Context: an optimization exercise on an open-source flow, tuned for small area. The choices shown serve that exercise and are no tape-out recipe. In this exercise RTL edits were held to simulation tests only and were not proved equivalent to the original. No driver is modelled on the clock port, so clocking that relies on it looks cheaper here than on a real chip. Power is estimated from default activity; no workload was simulated.

## grid_line_path_walker
module grid_line_path_walker #(
   parameter int COORD_BITS = 8
) (
   input  logic                  clock,
   input  logic                  reset,
   input  logic                  req_valid,
   output logic                  req_stall,
   input  logic                  req_command,
   input  logic [COORD_BITS-1:0] req_start_y,
   input  logic [COORD_BITS-1:0] req_start_x,
   input  logic [COORD_BITS-1:0] req_end_y,
   input  logic [COORD_BITS-1:0] req_end_x,
   input  logic                  req_pass_through,
   input  logic                  req_info_mode,
   input  logic                  req_stop_at_occupant,
   input  logic                  req_cell_projectable,
   input  logic                  req_cell_believed_wall,
   input  logic                  req_cell_occupied,
   output logic                  rsp_valid,
   input  logic                  rsp_stall,
   output logic [COORD_BITS-1:0] rsp_grid_y,
   output logic [COORD_BITS-1:0] rsp_grid_x,
   output logic                  rsp_grid_valid,
   output logic                  rsp_path_done,
   output logic [glpw_pkg::LEN_W-1:0] rsp_path_length,
   input  logic                  csr_psel,
   input  logic                  csr_penable,
   input  logic                  csr_pwrite,
   input  logic [glpw_pkg::CSR_ADDR_W-1:0] csr_paddr,
   input  logic [glpw_pkg::CSR_DATA_W-1:0] csr_pwdata,
   output logic [glpw_pkg::CSR_DATA_W-1:0] csr_prdata,
   output logic                  csr_pready
);
Settings: LEC_CHECK=0, CAP_MARGIN=20, CORE_MARGIN=2, CORE_UTILIZATION=40, SLEW_MARGIN=20; clock period 10.5 ns.
standard.sh (not shown) runs the stock make flow with config.mk's settings and CLKGATE_MAP_FILE= SYNTH_SCRIPT=/design/flow/synth_recipe.tcl, a recipe that flattens the netlist after the stock synthesis.
==> flow/flow/run.sh <==
#!/bin/bash
set -euo pipefail
bash standard.sh "BUFFER_PORTS_ARGS=-buffer_cell sky130_fd_sc_hd__buf_1" "CTS_ARGS=-sink_clustering_enable -repair_clock_nets -dont_use_dummy_load -buf_list {sky130_fd_sc_hd__clkbuf_4} -root_buf sky130_fd_sc_hd__clkbuf_8" finish > flow_make.log 2>&1
The first run completed with no timing, DRC or antenna violations.
Rerun with:
==> flow/flow/run.sh (replaced) <==
#!/bin/bash
# Standard layout, but with the smallest buffer on each port instead of the
# default port buffer cell. Every tool's output goes to flow_make.log here;
# ORFS also keeps per-step logs under orfs/logs.
set -euo pipefail
bash standard.sh "BUFFER_PORTS_ARGS=-buffer_cell sky130_fd_sc_hd__buf_1" finish > flow_make.log 2>&1
The changed run passed the timing, DRC and antenna checks.
Global-route usage hardly moves.
Setup slack got worse by 0.0088 ns.
Area after synthesis is unchanged.
Worst hold slack hardly moves.
Via count climbs by 0.38%.
Critical path depth does not change.
Design area went up by 1.9%.
Sequential cell count stays the same.
Wire length barely changes.
Sequential power stays flat.
Rerun with:
==> flow/run.sh (new file) <==
#!/bin/bash
# synth_recipe.tcl (not shown) runs the flow's synth.tcl, then flattens the netlist and writes it again
# the make line also repeats each setting of config.mk as NAME=value (left out here)
make -C /OpenROAD-flow-scripts/flow DESIGN_CONFIG=/design/flow/config.mk WORK_HOME=/design/flow/orfs CLKGATE_MAP_FILE= SYNTH_SCRIPT=/design/flow/synth_recipe.tcl finish
removed: flow/flow/run.sh
removed: flow/standard.sh
Power is higher by 5.4%.
Worst setup slack degrades by 0.75 ns.
Core utilization goes up by 5.2 points.
Wire length falls by about 0.9%.
Sequential power barely changes.
Rerun with:
==> flow/flow/run.sh (new file) <==
#!/bin/bash
set -euo pipefail
bash standard.sh "BUFFER_PORTS_ARGS=-buffer_cell sky130_fd_sc_hd__buf_1" "CTS_ARGS=-sink_clustering_enable -repair_clock_nets -dont_use_dummy_load" finish > flow_make.log 2>&1
==> flow/standard.sh (new file) <==
#!/bin/bash
# synth_recipe.tcl (not shown) runs the flow's synth.tcl, then flattens the netlist and writes it again
# the make line also repeats each setting of config.mk as NAME=value (left out here)
make -C /OpenROAD-flow-scripts/flow DESIGN_CONFIG=/design/flow/config.mk WORK_HOME=/design/flow/orfs CLKGATE_MAP_FILE= SYNTH_SCRIPT=/design/flow/synth_recipe.tcl "${@:-finish}"
removed: flow/run.sh
Clock-buffer cell count came out lower by 3.
Design area came out lower by about 12%.
Power came out lower by about 13%.
Sequential power stays flat.
Register-to-register slack is better by 0.03 ns.
Die area stays the same.
Maximum frequency came out higher by 16%.

== run 1 ==
grid_line_path_walker, a different RTL version from the one above (not shown whole).
Size: roughly 86 flip-flops.
==> flow/design.v (excerpt) <==
module grid_line_path_walker #(
   parameter int COORD_BITS = 8
) (
   input  logic                  clock,
   input  logic                  reset,
   input  logic                  req_valid,
   output logic                  req_stall,
   input  logic                  req_command,
   input  logic [COORD_BITS-1:0] req_start_y,
   input  logic [COORD_BITS-1:0] req_start_x,
   input  logic [COORD_BITS-1:0] req_end_y,
   input  logic [COORD_BITS-1:0] req_end_x,
   input  logic                  req_pass_through,
   input  logic                  req_info_mode,
   input  logic                  req_stop_at_occupant,
   input  logic                  req_cell_projectable,
   input  logic                  req_cell_believed_wall,
   input  logic                  req_cell_occupied,
   output logic                  rsp_valid,
   input  logic                  rsp_stall,
   output logic [COORD_BITS-1:0] rsp_grid_y,
   output logic [COORD_BITS-1:0] rsp_grid_x,
   output logic                  rsp_grid_valid,
   output logic                  rsp_path_done,
   output logic [glpw_pkg::LEN_W-1:0] rsp_path_length,
   input  logic                  csr_psel,
   input  logic                  csr_penable,
   input  logic                  csr_pwrite,
   input  logic [glpw_pkg::CSR_ADDR_W-1:0] csr_paddr,
  ...
==> flow/config.mk <==
export PLATFORM = sky130hd
export DESIGN_NAME = grid_line_path_walker
export DESIGN_NICKNAME = grid_line_path_walker
export VERILOG_FILES = /design/flow/design.v
export SDC_FILE = /design/flow/constraint.sdc
export NUM_CORES = 4
export LEC_CHECK = 0
export ABC_AREA = 1
export CAP_MARGIN = 20
export CORE_MARGIN = 2
export CORE_UTILIZATION = 40
export SLEW_MARGIN = 20
==> flow/constraint.sdc <==
create_clock -name core_clock -period 10.5 [get_ports {clock}]
set_input_delay 2.1000 -clock core_clock [delete_from_list [all_inputs] [get_ports {clock}]]
set_output_delay 2.1000 -clock core_clock [all_outputs]
set_load 0.01 [all_outputs]
==> flow/flow/run.sh <==
#!/bin/bash
# Standard layout (the standard.sh; standard synthesis unchanged) with
# these changes: each port gets the smallest buffer (buf_1) instead of the
# default port buffer cell; clock tree synthesis adds no dummy loads and its
# buffers are then sized down while every flip-flop clock pin keeps its slew
# under 115 ps (flow/clk_resize.tcl, run as ORFS's POST_CTS_TCL hook); and
# the constant outputs share one tie cell each for 0 and 1 (tie fanout repair
# skipped). make's full output goes to flow_make.log here; ORFS keeps
# per-step logs in orfs/logs.
set -euo pipefail
bash standard.sh \
  "BUFFER_PORTS_ARGS=-buffer_cell sky130_fd_sc_hd__buf_1" \
  "CTS_ARGS=-sink_clustering_enable -repair_clock_nets -dont_use_dummy_load" \
  SKIP_REPAIR_TIE_FANOUT=1 \
  "POST_CTS_TCL=$(pwd)/flow/clk_resize.tcl" \
  finish > flow_make.log 2>&1
==> flow/flow/clk_resize.tcl <==
proc clk_worst_slew {} {
  estimate_parasitics -placement
  set worst 0
  foreach p [get_pins -hierarchical */CLK] {
    set s [get_property $p slew_max]
    if {$s > $worst} { set worst $s }
  }
  return $worst
}
set limit 0.115
set cands {}
foreach inst [get_cells *] {
  if {[get_property $inst ref_name] eq "sky130_fd_sc_hd__clkbuf_8"} {
    lappend cands $inst
  }
}
set n 0
puts "clk_resize: start worst [clk_worst_slew]"
foreach inst $cands {
  foreach {smaller larger} {sky130_fd_sc_hd__clkbuf_4 sky130_fd_sc_hd__clkbuf_8
                            sky130_fd_sc_hd__clkbuf_2 sky130_fd_sc_hd__clkbuf_4} {
    replace_cell $inst $smaller
    if {[clk_worst_slew] > $limit} {
      replace_cell $inst $larger
      break
    }
    incr n
  }
}
puts "clk_resize: [llength $cands] clkbuf_8, downsized $n, worst [clk_worst_slew]"
Input-level comparison between run 2 and run 1:
# run 1
export LEC_CHECK = 0
export ABC_AREA = 1
export CAP_MARGIN = 20
export CORE_MARGIN = 2
export CORE_UTILIZATION = 40
export SLEW_MARGIN = 20
create_clock -name core_clock -period 10.5 [get_ports {clock}]
# run 2
export LEC_CHECK = 0
export ABC_AREA = 1
export CAP_MARGIN = 20
export CORE_MARGIN = 2
export CORE_UTILIZATION = 55
export SLEW_MARGIN = 20
create_clock -name core_clock -period 10.5 [get_ports {clock}]
## What came out
Utilization: lower on run 1
Vias: run 2 more than run 1
Run 2 against run 1: routability congestion estimate went up by 2.9%; relative area change from synthesis to final layout went down by 1.5 points; total iterations of the first detailed-routing run went down by 3.
Fmax: run 2 vs run 1 up 0.72 MHz
Taking run 1 as the reference, in run 2 number of global-route vias before repair went down; number of hold violations in the final report did not really move.
Part of the power in the clock network delta for run 2 relative to run 1: 1.3 points lower
In run 2 the design area turned out 56 um2 lower than in run 1.
Edits applied to the flow inputs when going from run 2 to run 3:
# run 2
export LEC_CHECK = 0
export ABC_AREA = 1
export CAP_MARGIN = 20
export CORE_MARGIN = 2
export CORE_UTILIZATION = 55
export SLEW_MARGIN = 20
create_clock -name core_clock -period 10.5 [get_ports {clock}]
# run 3
export LEC_CHECK = 0
export ABC_AREA = 1
export CAP_MARGIN = 20
export CORE_MARGIN = 2
export CORE_UTILIZATION = 40
export SLEW_MARGIN = 20
create_clock -name core_clock -period 10.5 [get_ports {clock}]
==> flow/flow/run.sh <==
#!/bin/bash
# Standard layout (the standard.sh; standard synthesis unchanged) with
# three changes: each port gets the smallest buffer (buf_1) instead of the
# default port buffer cell, clock tree synthesis adds no dummy loads, and the
# constant outputs share one tie cell each for 0 and 1 (tie fanout repair
# skipped). make's full output goes to flow_make.log here; ORFS keeps per-step
# logs in orfs/logs.
set -euo pipefail
bash standard.sh \
  "BUFFER_PORTS_ARGS=-buffer_cell sky130_fd_sc_hd__buf_1" \
  "CTS_ARGS=-sink_clustering_enable -repair_clock_nets -dont_use_dummy_load" \
  SKIP_REPAIR_TIE_FANOUT=1 \
  finish > flow_make.log 2>&1
removed: flow/flow/clk_resize.tcl
### Flow results
Of run 3 and run 2, it is run 3 that has the higher period utilization.
Taking run 2 as the reference, in run 3 met2 capacity usage during global routing now smaller; routed wire length fell 2.6%; routed length on met1 now larger.
Input changes introduced in run 4 (baseline for comparison: run 3):
==> flow/flow/run.sh <==
#!/bin/bash
set -euo pipefail
bash standard.sh \
  "BUFFER_PORTS_ARGS=-buffer_cell sky130_fd_sc_hd__buf_1" \
  "CTS_ARGS=-sink_clustering_enable -repair_clock_nets -dont_use_dummy_load" \
  SKIP_REPAIR_TIE_FANOUT=1 \
  "POST_CTS_TCL=$(pwd)/flow/clk_resize.tcl" \
  finish > flow_make.log 2>&1
==> flow/flow/clk_resize.tcl (new file) <==
proc clk_worst_slew {} {
  estimate_parasitics -placement
  set worst 0
  foreach p [get_pins -hierarchical */CLK] {
    set s [get_property $p slew_max]
    if {$s > $worst} { set worst $s }
  }
  return $worst
}
set limit 0.122
set cands {}
foreach inst [get_cells *] {
  if {[get_property $inst ref_name] eq "sky130_fd_sc_hd__clkbuf_8"} {
    lappend cands $inst
  }
}
set n 0
puts "clk_resize: start worst [clk_worst_slew]"
foreach inst $cands {
  foreach {smaller larger} {sky130_fd_sc_hd__clkbuf_4 sky130_fd_sc_hd__clkbuf_8
                            sky130_fd_sc_hd__clkbuf_2 sky130_fd_sc_hd__clkbuf_4} {
    replace_cell $inst $smaller
    if {[clk_worst_slew] > $limit} {
      replace_cell $inst $larger
      break
    }
    incr n
  }
}
puts "clk_resize: [llength $cands] clkbuf_8, downsized $n, worst [clk_worst_slew]"
Notes after the runs:
- Going from run 3 to run 4, first-iteration DRC count shows an increase of about 5%; worst slew margin relative to its limit decreased 1.7 points; via count of the first global-routing pass now smaller; power share of the clock group has decreased.
- ~same achievable clock frequency in run 3 and run 4
- [run 4] met1 demand-to-capacity share in global routing rose 0.17 points relative to run 3
- Final critical-path setup slack delta (run 4 -> run 3): insignificant
- The fraction of cell area in non-clock buffers was comparable across run 3 and run 4.
- Every stage of the flow completed for run 4, and the final layout passed the timing, DRC and antenna checks.
- Compared with run 3, run 4 shows a lower total design power.

-- port drivers added, routing unchanged --
The flow's constraints put no driver on any port. The routed layouts listed below were extracted and timed again, unchanged, in two steps. Step 1: set_driving_cell puts a clkbuf_16 on clock and a buf_2 on each other input, an assumption about the parent block. Step 2, shift: input delay + t, output delay - t, t = (earliest + latest rising clock arrival at the registers) / 2. This alone moves slack from input paths to output paths. a / b / c = no drivers / after step 1 / after step 2; a / b = the first two.
| run | t (ns) | slack for setup (ns) | worst setup path after step 2 | clock arrival spread, ns | worst slew at a driven data input, ns |
|---|---|---|---|---|---|
| the first run of note 1 | 0.398 | 5.767 / 5.742 / 5.742 | input to output | 0.023 / 0.022 | 0.04 |
| the second run of note 1 | 0.401 | 5.758 / 5.733 / 5.733 | input to output | 0.013 / 0.013 | 0.04 |
| the third run of note 1 | 0.377 | 5.007 / 4.984 / 4.984 | input to output | 0.009 / 0.008 | 0.04 |
| the fourth run of note 1 | 0.398 | 5.767 / 5.742 / 5.742 | input to output | 0.023 / 0.022 | 0.04 |
| run 1 | 0.433 | 5.787 / 5.763 / 5.763 | input to output | 0.034 / 0.034 | 0.04 |
| run 2 | 0.504 | 5.803 / 5.781 / 5.781 | input to output | 0.030 / 0.030 | 0.04 |
| run 3 | 0.367 | 5.786 / 5.762 / 5.762 | input to output | 0.021 / 0.022 | 0.04 |
| run 4 | 0.506 | 5.785 / 5.761 / 5.761 | input to output | 0.035 / 0.035 | 0.04 |
After both steps setup and hold are still met in every run listed.
